From an optimization exercise on the open Yosys and OpenROAD flow, aimed at small area, a short achievable clock period and few clock cycles per item; shortcuts taken in it are not production practice.
RTL that was checked went through simulation tests only; none was proved equivalent to the original.
Power figures rest on the tool's default switching activity, not on a simulated workload.

==> job 8744: inputs <==
==> flow/design.v (excerpt) <==
module wallace_mac (
    input  wire        clk,
    input  wire        arst_n,
    input  wire        req,
    output logic       ack,
    input  wire [15:0] a,
    input  wire [15:0] b,
    input  wire [31:0] acc,
    input  wire        cin,
    output logic [32:0] result
);
Settings: LEC_CHECK=0, CAP_MARGIN=20, CORE_MARGIN=2, CORE_UTILIZATION=40, SETUP_SLACK_MARGIN=2.0, SLEW_MARGIN=20, SYNTH_HIERARCHICAL=1, SYNTH_MINIMUM_KEEP_SIZE=0; clock period 6.0 ns.
run.sh (not shown) runs the stock make flow with config.mk's settings and CLKGATE_MAP_FILE= SYNTH_SCRIPT=/design/flow/synth_recipe.tcl, a recipe that flattens the netlist after the stock synthesis.
==> inputs of job 7919, as changes to job 8744 <==
--- a/flow/design.v
+++ b/flow/design.v
@@ -1087,18 +1087,12 @@
     wire s_27;
     wire s_28;
     wire s_29;
     wire s_30;
     wire s_31;
     wire s_32;
-    logic r_fs_141;
-    logic r_fc_181;
-    logic r_fs_182;
-    logic r_fs_143;
-    logic r_fc_182;
-    logic r_fs_183;
     logic r_fs_145;
     logic r_fc_183;
     logic r_fs_184;
     logic r_fs_147;
     logic r_fc_184;
     logic r_fs_185;
@@ -1117,59 +1111,62 @@
     logic r_fc_155;
     logic r_fs_190;
     logic r_fc_189;
     logic r_fc_157;
     logic r_fs_191;
     logic r_fc_190;
-    logic r_fc_206;
-    logic r_fs_207;
     logic r_fc_207;
     logic r_fs_208;
     logic r_fc_208;
+    logic r_fs_209;
+    logic r_fc_209;
+    logic r_fs_210;
+    logic r_fc_210;
     logic r_fs_219;
     logic r_fs_220;
     logic r_fc_219;
-    logic r_fs_221;
-    logic r_fc_220;
-    logic r_fs_222;
-    logic r_fc_221;
-    logic r_g0_9;
-    logic r_p0_9;
-    logic r_g0_8;
-    logic r_p0_8;
+    logic r_g0_11;
+    logic r_p0_11;
     logic r_g0_10;
     logic r_p0_10;
+    logic r_g0_25;
+    logic r_p0_25;
     logic r_g0_27;
     logic r_p0_27;
+    logic r_g0_26;
+    logic r_p0_26;
     logic r_G1_7;
     logic r_P1_7;
     logic r_G1_5;
     logic r_P1_5;
+    logic r_G1_9;
+    logic r_P1_9;
     logic r_g0_30;
     logic r_p0_30;
     logic r_G1_29;
     logic r_P1_29;
     logic r_G1_31;
     logic r_P1_31;
-    logic r_G2_6;
-    logic r_P2_6;
     logic r_G2_3;
     logic r_P2_3;
     logic r_g0_28;
     logic r_p0_28;
-    logic r_p0_6;
-    logic r_G3_5;
+    logic r_g0_8;
+    logic r_p0_8;
     logic r_p0_7;
+    logic r_G3_6;
+    logic r_p0_9;
     logic r_p0_29;
     logic r_p0_31;
     logic r_s_0;
     logic r_s_1;
     logic r_s_2;
     logic r_s_3;
     logic r_s_4;
     logic r_s_5;
+    logic r_s_6;
     assign pp_0_0 = ~(a[0] & b[0]);
     assign pp_0_1 = ~(a[0] & b[1]);
     assign pp_0_2 = ~(a[0] & b[2]);
     assign pp_0_3 = ~(a[0] & b[3]);
     assign pp_0_4 = ~(a[0] & b[4]);
     assign pp_0_5 = ~(a[0] & b[5]);
@@ -1676,12 +1673,14 @@
     mac_fa u_fa_203 (.x(fs_129), .y(fc_175), .z(fs_176), .s(fs_203), .c(fc_203));
     mac_fa u_fa_204 (.x(fs_131), .y(fc_176), .z(fs_177), .s(fs_204), .c(fc_204));
     mac_fa u_fa_205 (.x(fs_133), .y(fc_177), .z(fs_178), .s(fs_205), .c(fc_205));
     mac_fa u_fa_206 (.x(fs_135), .y(fc_178), .z(fs_179), .s(fs_206), .c(fc_206));
     mac_fa u_fa_207 (.x(fs_137), .y(fc_179), .z(fs_180), .s(fs_207), .c(fc_207));
     mac_fa u_fa_208 (.x(fs_139), .y(fc_180), .z(fs_181), .s(fs_208), .c(fc_208));
+    mac_fa u_fa_209 (.x(fs_141), .y(fc_181), .z(fs_182), .s(fs_209), .c(fc_209));
+    mac_fa u_fa_210 (.x(fs_143), .y(fc_182), .z(fs_183), .s(fs_210), .c(fc_210));
     mac_fa u_fa_219 (.x(fs_161), .y(fs_192), .z(fc_191), .s(fs_219), .c(fc_219));
     mac_fa u_fa_220 (.x(fc_161), .y(fs_193), .z(fc_192), .s(fs_220), .c(fc_220));
     mac_fa u_fa_221 (.x(fc_163), .y(fs_194), .z(fc_193), .s(fs_221), .c(fc_221));
     mac_fa u_fa_222 (.x(fc_165), .y(fs_195), .z(fc_194), .s(fs_222), .c(fc_222));
     mac_fa u_fa_223 (.x(fc_167), .y(fs_196), .z(fc_195), .s(fs_223), .c(fc_223));
     mac_fa u_fa_224 (.x(fc_169), .y(fs_197), .z(fc_196), .s(fs_224), .c(fc_224));
@@ -1705,12 +1704,18 @@
     assign g0_8 = fc_203 & fs_204;
     assign p0_8 = fc_203 ^ fs_204;
     assign g0_9 = fc_204 & fs_205;
     assign p0_9 = fc_204 ^ fs_205;
     assign g0_10 = fc_205 & fs_206;
     assign p0_10 = fc_205 ^ fs_206;
+    assign g0_11 = fc_206 & fs_207;
+    assign p0_11 = fc_206 ^ fs_207;
+    assign g0_25 = fs_221 & fc_220;
+    assign p0_25 = fs_221 ^ fc_220;
+    assign g0_26 = fs_222 & fc_221;
+    assign p0_26 = fs_222 ^ fc_221;
     assign g0_27 = fs_223 & fc_222;
     assign p0_27 = fs_223 ^ fc_222;
     assign g0_28 = fs_224 & fc_223;
     assign p0_28 = fs_224 ^ fc_223;
     assign g0_29 = fs_225 & fc_224;
     assign p0_29 = fs_225 ^ fc_224;
@@ -1723,12 +1728,14 @@
     assign G1_3 = g0_3 | (p0_3 & g0_2);
     assign P1_3 = p0_3 & p0_2;
     assign G1_5 = g0_5 | (p0_5 & g0_4);
     assign P1_5 = p0_5 & p0_4;
     assign G1_7 = g0_7 | (p0_7 & g0_6);
     assign P1_7 = p0_7 & p0_6;
+    assign G1_9 = g0_9 | (p0_9 & g0_8);
+    assign P1_9 = p0_9 & p0_8;
     assign G1_29 = g0_29 | (p0_29 & g0_28);
     assign P1_29 = p0_29 & p0_28;
     assign G1_31 = g0_31 | (p0_31 & g0_30);
     assign P1_31 = p0_31 & p0_30;
     assign G2_2 = g0_2 | (p0_2 & G1_1);
     assign P2_2 = p0_2 & P1_1;
@@ -1737,25 +1744,22 @@
     assign G2_6 = g0_6 | (p0_6 & G1_5);
     assign P2_6 = p0_6 & P1_5;
     assign G3_4 = g0_4 | (p0_4 & G2_3);
     assign P3_4 = p0_4 & P2_3;
     assign G3_5 = G1_5 | (P1_5 & G2_3);
     assign P3_5 = P1_5 & P2_3;
+    assign G3_6 = G2_6 | (P2_6 & G2_3);
+    assign P3_6 = P2_6 & P2_3;
     assign s_0 = ~(p0_0 ^ 1'b1);
     assign s_1 = ~(p0_1 ^ 1'b1);
     assign s_2 = ~(p0_2 ^ G1_1);
     assign s_3 = ~(p0_3 ^ G2_2);
     assign s_4 = ~(p0_4 ^ G2_3);
     assign s_5 = ~(p0_5 ^ G3_4);
+    assign s_6 = ~(p0_6 ^ G3_5);
     always_ff @(posedge clk) begin
-        r_fs_141 <= fs_141;
-        r_fc_181 <= fc_181;
-        r_fs_182 <= fs_182;
-        r_fs_143 <= fs_143;
-        r_fc_182 <= fc_182;
-        r_fs_183 <= fs_183;
         r_fs_145 <= fs_145;
         r_fc_183 <= fc_183;
         r_fs_184 <= fs_184;
         r_fs_147 <= fs_147;
         r_fc_184 <= fc_184;
         r_fs_185 <= fs_185;
@@ -1774,80 +1778,79 @@
         r_fc_155 <= fc_155;
         r_fs_190 <= fs_190;
         r_fc_189 <= fc_189;
         r_fc_157 <= fc_157;
         r_fs_191 <= fs_191;
         r_fc_190 <= fc_190;
-        r_fc_206 <= fc_206;
-        r_fs_207 <= fs_207;
         r_fc_207 <= fc_207;
         r_fs_208 <= fs_208;
         r_fc_208 <= fc_208;
+        r_fs_209 <= fs_209;
+        r_fc_209 <= fc_209;
+        r_fs_210 <= fs_210;
+        r_fc_210 <= fc_210;
         r_fs_219 <= fs_219;
         r_fs_220 <= fs_220;
         r_fc_219 <= fc_219;
-        r_fs_221 <= fs_221;
-        r_fc_220 <= fc_220;
-        r_fs_222 <= fs_222;
-        r_fc_221 <= fc_221;
-        r_g0_9 <= g0_9;
-        r_p0_9 <= p0_9;
-        r_g0_8 <= g0_8;
-        r_p0_8 <= p0_8;
+        r_g0_11 <= g0_11;
+        r_p0_11 <= p0_11;
         r_g0_10 <= g0_10;
         r_p0_10 <= p0_10;
+        r_g0_25 <= g0_25;
+        r_p0_25 <= p0_25;
         r_g0_27 <= g0_27;
         r_p0_27 <= p0_27;
+        r_g0_26 <= g0_26;
+        r_p0_26 <= p0_26;
         r_G1_7 <= G1_7;
         r_P1_7 <= P1_7;
         r_G1_5 <= G1_5;
         r_P1_5 <= P1_5;
+        r_G1_9 <= G1_9;
+        r_P1_9 <= P1_9;
         r_g0_30 <= g0_30;
         r_p0_30 <= p0_30;
         r_G1_29 <= G1_29;
         r_P1_29 <= P1_29;
         r_G1_31 <= G1_31;
         r_P1_31 <= P1_31;
-        r_G2_6 <= G2_6;
-        r_P2_6 <= P2_6;
         r_G2_3 <= G2_3;
         r_P2_3 <= P2_3;
         r_g0_28 <= g0_28;
         r_p0_28 <= p0_28;
-        r_p0_6 <= p0_6;
-        r_G3_5 <= G3_5;
+        r_g0_8 <= g0_8;
+        r_p0_8 <= p0_8;
         r_p0_7 <= p0_7;
+        r_G3_6 <= G3_6;
+        r_p0_9 <= p0_9;
         r_p0_29 <= p0_29;
         r_p0_31 <= p0_31;
         r_s_0 <= s_0;
         r_s_1 <= s_1;
         r_s_2 <= s_2;
         r_s_3 <= s_3;
         r_s_4 <= s_4;
         r_s_5 <= s_5;
+        r_s_6 <= s_6;
     end
-    mac_fa u_fa_209 (.x(r_fs_141), .y(r_fc_181), .z(r_fs_182), .s(fs_209), .c(fc_209));
-    mac_fa u_fa_210 (.x(r_fs_143), .y(r_fc_182), .z(r_fs_183), .s(fs_210), .c(fc_210));
     mac_fa u_fa_211 (.x(r_fs_145), .y(r_fc_183), .z(r_fs_184), .s(fs_211), .c(fc_211));
     mac_fa u_fa_212 (.x(r_fs_147), .y(r_fc_184), .z(r_fs_185), .s(fs_212), .c(fc_212));
     mac_fa u_fa_213 (.x(r_fs_149), .y(r_fc_185), .z(r_fs_186), .s(fs_213), .c(fc_213));
     mac_fa u_fa_214 (.x(r_fs_151), .y(r_fc_186), .z(r_fs_187), .s(fs_214), .c(fc_214));
     mac_fa u_fa_215 (.x(r_fs_153), .y(r_fc_187), .z(r_fs_188), .s(fs_215), .c(fc_215));
     mac_fa u_fa_216 (.x(r_fc_153), .y(r_fs_189), .z(r_fc_188), .s(fs_216), .c(fc_216));
     mac_fa u_fa_217 (.x(r_fc_155), .y(r_fs_190), .z(r_fc_189), .s(fs_217), .c(fc_217));
     mac_fa u_fa_218 (.x(r_fc_157), .y(r_fs_191), .z(r_fc_190), .s(fs_218), .c(fc_218));
-    assign g0_11 = r_fc_206 & r_fs_207;
-    assign p0_11 = r_fc_206 ^ r_fs_207;
     assign g0_12 = r_fc_207 & r_fs_208;
     assign p0_12 = r_fc_207 ^ r_fs_208;
-    assign g0_13 = r_fc_208 & fs_209;
-    assign p0_13 = r_fc_208 ^ fs_209;
-    assign g0_14 = fc_209 & fs_210;
-    assign p0_14 = fc_209 ^ fs_210;
-    assign g0_15 = fc_210 & fs_211;
-    assign p0_15 = fc_210 ^ fs_211;
+    assign g0_13 = r_fc_208 & r_fs_209;
+    assign p0_13 = r_fc_208 ^ r_fs_209;
+    assign g0_14 = r_fc_209 & r_fs_210;
+    assign p0_14 = r_fc_209 ^ r_fs_210;
+    assign g0_15 = r_fc_210 & fs_211;
+    assign p0_15 = r_fc_210 ^ fs_211;
     assign g0_16 = fc_211 & fs_212;
     assign p0_16 = fc_211 ^ fs_212;
     assign g0_17 = fc_212 & fs_213;
     assign p0_17 = fc_212 ^ fs_213;
     assign g0_18 = fc_213 & fs_214;
     assign p0_18 = fc_213 ^ fs_214;
@@ -1860,64 +1863,56 @@
     assign g0_22 = fs_218 & fc_217;
     assign p0_22 = fs_218 ^ fc_217;
     assign g0_23 = r_fs_219 & fc_218;
     assign p0_23 = r_fs_219 ^ fc_218;
     assign g0_24 = r_fs_220 & r_fc_219;
     assign p0_24 = r_fs_220 ^ r_fc_219;
-    assign g0_25 = r_fs_221 & r_fc_220;
-    assign p0_25 = r_fs_221 ^ r_fc_220;
-    assign g0_26 = r_fs_222 & r_fc_221;
-    assign p0_26 = r_fs_222 ^ r_fc_221;
-    assign G1_9 = r_g0_9 | (r_p0_9 & r_g0_8);
-    assign P1_9 = r_p0_9 & r_p0_8;
-    assign G1_11 = g0_11 | (p0_11 & r_g0_10);
-    assign P1_11 = p0_11 & r_p0_10;
+    assign G1_11 = r_g0_11 | (r_p0_11 & r_g0_10);
+    assign P1_11 = r_p0_11 & r_p0_10;
     assign G1_13 = g0_13 | (p0_13 & g0_12);
     assign P1_13 = p0_13 & p0_12;
     assign G1_15 = g0_15 | (p0_15 & g0_14);
     assign P1_15 = p0_15 & p0_14;
     assign G1_17 = g0_17 | (p0_17 & g0_16);
     assign P1_17 = p0_17 & p0_16;
     assign G1_19 = g0_19 | (p0_19 & g0_18);
     assign P1_19 = p0_19 & p0_18;
     assign G1_21 = g0_21 | (p0_21 & g0_20);
     assign P1_21 = p0_21 & p0_20;
     assign G1_23 = g0_23 | (p0_23 & g0_22);
     assign P1_23 = p0_23 & p0_22;
-    assign G1_25 = g0_25 | (p0_25 & g0_24);
-    assign P1_25 = p0_25 & p0_24;
-    assign G1_27 = r_g0_27 | (r_p0_27 & g0_26);
-    assign P1_27 = r_p0_27 & p0_26;
+    assign G1_25 = r_g0_25 | (r_p0_25 & g0_24);
+    assign P1_25 = r_p0_25 & p0_24;
+    assign G1_27 = r_g0_27 | (r_p0_27 & r_g0_26);
+    assign P1_27 = r_p0_27 & r_p0_26;
     assign G2_7 = r_G1_7 | (r_P1_7 & r_G1_5);
     assign P2_7 = r_P1_7 & r_P1_5;
-    assign G2_10 = r_g0_10 | (r_p0_10 & G1_9);
-    assign P2_10 = r_p0_10 & P1_9;
-    assign G2_11 = G1_11 | (P1_11 & G1_9);
-    assign P2_11 = P1_11 & P1_9;
+    assign G2_10 = r_g0_10 | (r_p0_10 & r_G1_9);
+    assign P2_10 = r_p0_10 & r_P1_9;
+    assign G2_11 = G1_11 | (P1_11 & r_G1_9);
+    assign P2_11 = P1_11 & r_P1_9;
     assign G2_14 = g0_14 | (p0_14 & G1_13);
     assign P2_14 = p0_14 & P1_13;
     assign G2_15 = G1_15 | (P1_15 & G1_13);
     assign P2_15 = P1_15 & P1_13;
     assign G2_18 = g0_18 | (p0_18 & G1_17);
     assign P2_18 = p0_18 & P1_17;
     assign G2_19 = G1_19 | (P1_19 & G1_17);
     assign P2_19 = P1_19 & P1_17;
     assign G2_22 = g0_22 | (p0_22 & G1_21);
     assign P2_22 = p0_22 & P1_21;
     assign G2_23 = G1_23 | (P1_23 & G1_21);
     assign P2_23 = P1_23 & P1_21;
-    assign G2_26 = g0_26 | (p0_26 & G1_25);
-    assign P2_26 = p0_26 & P1_25;
+    assign G2_26 = r_g0_26 | (r_p0_26 & G1_25);
+    assign P2_26 = r_p0_26 & P1_25;
     assign G2_27 = G1_27 | (P1_27 & G1_25);
     assign P2_27 = P1_27 & P1_25;
     assign G2_30 = r_g0_30 | (r_p0_30 & r_G1_29);
     assign P2_30 = r_p0_30 & r_P1_29;
     assign G2_31 = r_G1_31 | (r_P1_31 & r_G1_29);
     assign P2_31 = r_P1_31 & r_P1_29;
-    assign G3_6 = r_G2_6 | (r_P2_6 & r_G2_3);
-    assign P3_6 = r_P2_6 & r_P2_3;
     assign G3_7 = G2_7 | (P2_7 & r_G2_3);
     assign P3_7 = P2_7 & r_P2_3;
     assign G3_12 = g0_12 | (p0_12 & G2_11);
     assign P3_12 = p0_12 & P2_11;
     assign G3_13 = G1_13 | (P1_13 & G2_11);
     assign P3_13 = P1_13 & P2_11;
@@ -1940,14 +1935,14 @@
     assign G3_30 = G2_30 | (P2_30 & G2_27);
     assign P3_30 = P2_30 & P2_27;
     assign G3_31 = G2_31 | (P2_31 & G2_27);
     assign P3_31 = P2_31 & P2_27;
     assign G4_8 = r_g0_8 | (r_p0_8 & G3_7);
     assign P4_8 = r_p0_8 & P3_7;
-    assign G4_9 = G1_9 | (P1_9 & G3_7);
-    assign P4_9 = P1_9 & P3_7;
+    assign G4_9 = r_G1_9 | (r_P1_9 & G3_7);
+    assign P4_9 = r_P1_9 & P3_7;
     assign G4_10 = G2_10 | (P2_10 & G3_7);
     assign P4_10 = P2_10 & P3_7;
     assign G4_11 = G2_11 | (P2_11 & G3_7);
     assign P4_11 = P2_11 & P3_7;
     assign G4_12 = G3_12 | (P3_12 & G3_7);
     assign P4_12 = P3_12 & P3_7;
@@ -2004,18 +1999,17 @@
     assign G5_30 = G4_30 | (P4_30 & G4_15);
     assign P5_30 = P4_30 & P4_15;
     assign G5_31 = G4_31 | (P4_31 & G4_15);
     assign P5_31 = P4_31 & P4_15;
     assign G6_32 = 1'b1 | (1'b0 & G5_31);
     assign P6_32 = 1'b0 & P5_31;
-    assign s_6 = ~(r_p0_6 ^ r_G3_5);
-    assign s_7 = ~(r_p0_7 ^ G3_6);
+    assign s_7 = ~(r_p0_7 ^ r_G3_6);
     assign s_8 = ~(r_p0_8 ^ G3_7);
     assign s_9 = ~(r_p0_9 ^ G4_8);
     assign s_10 = ~(r_p0_10 ^ G4_9);
-    assign s_11 = ~(p0_11 ^ G4_10);
+    assign s_11 = ~(r_p0_11 ^ G4_10);
     assign s_12 = ~(p0_12 ^ G4_11);
     assign s_13 = ~(p0_13 ^ G4_12);
     assign s_14 = ~(p0_14 ^ G4_13);
     assign s_15 = ~(p0_15 ^ G4_14);
     assign s_16 = ~(p0_16 ^ G4_15);
     assign s_17 = ~(p0_17 ^ G5_16);
@@ -2023,17 +2017,17 @@
     assign s_19 = ~(p0_19 ^ G5_18);
     assign s_20 = ~(p0_20 ^ G5_19);
     assign s_21 = ~(p0_21 ^ G5_20);
     assign s_22 = ~(p0_22 ^ G5_21);
     assign s_23 = ~(p0_23 ^ G5_22);
     assign s_24 = ~(p0_24 ^ G5_23);
-    assign s_25 = ~(p0_25 ^ G5_24);
-    assign s_26 = ~(p0_26 ^ G5_25);
+    assign s_25 = ~(r_p0_25 ^ G5_24);
+    assign s_26 = ~(r_p0_26 ^ G5_25);
     assign s_27 = ~(r_p0_27 ^ G5_26);
     assign s_28 = ~(r_p0_28 ^ G5_27);
     assign s_29 = ~(r_p0_29 ^ G5_28);
     assign s_30 = ~(r_p0_30 ^ G5_29);
     assign s_31 = ~(r_p0_31 ^ G5_30);
     assign s_32 = ~(1'b0 ^ G5_31);
-    assign result = {s_32, s_31, s_30, s_29, s_28, s_27, s_26, s_25, s_24, s_23, s_22, s_21, s_20, s_19, s_18, s_17, s_16, s_15, s_14, s_13, s_12, s_11, s_10, s_9, s_8, s_7, s_6, r_s_5, r_s_4, r_s_3, r_s_2, r_s_1, r_s_0};
+    assign result = {s_32, s_31, s_30, s_29, s_28, s_27, s_26, s_25, s_24, s_23, s_22, s_21, s_20, s_19, s_18, s_17, s_16, s_15, s_14, s_13, s_12, s_11, s_10, s_9, s_8, s_7, r_s_6, r_s_5, r_s_4, r_s_3, r_s_2, r_s_1, r_s_0};
 endmodule
 `default_nettype wire
Settings changed: SETUP_SLACK_MARGIN 2.0 to 2.4.
==> comparison <==
Of job 8744 and job 7919, job 7919 has the higher wire length (gap about 3.5%, measured against job 7919).
Against job 7919, the final cell count of job 8744 is smaller by about 2.6%.
Of job 8744 and job 7919, job 8744 has the higher power (gap about 1.2%, measured against job 7919).
Against job 8744, the die area of job 7919 is smaller by 1.1%.
Against job 8744, the global-route usage of job 7919 is higher by 1.5 points.
Testbench counts of job 8744, summed over its fixed seeds: cycles 16,000, items 8,000.
No functional check of the RTL was part of job 7919.

-- separate check: timing with driven ports --
Ports are ideal in the flow. The routed layouts listed here were re-timed in OpenROAD. Step 1 assumes that a clkbuf_16 drives the clock port and a buf_2 every other input. Step 2 adds t to the input delays and takes it off the output delays; t is the mean of the earliest and latest rising clock arrival at the registers after step 1. Input paths then give back, and output paths get back, about the clock's delay inside the block. a / b / c = ideal ports / drivers / drivers and shift; a / b = the first two.
run | t (ns) | setup slack, ns | latest minus earliest clock arrival (ns) | worst data-port slew with drivers (ns)
job 8744 | 0.389 | 1.719 / 1.674 / 1.690 | 0.008 / 0.008 | 0.06
job 7919 | 0.396 | 1.736 / 1.689 / 1.550 | 0.019 / 0.019 | 0.07
After both steps every run listed still meets setup and hold. The setup slack of job 7919, which loses most, moves by -0.047 ns with the drivers and by -0.186 ns with both steps.
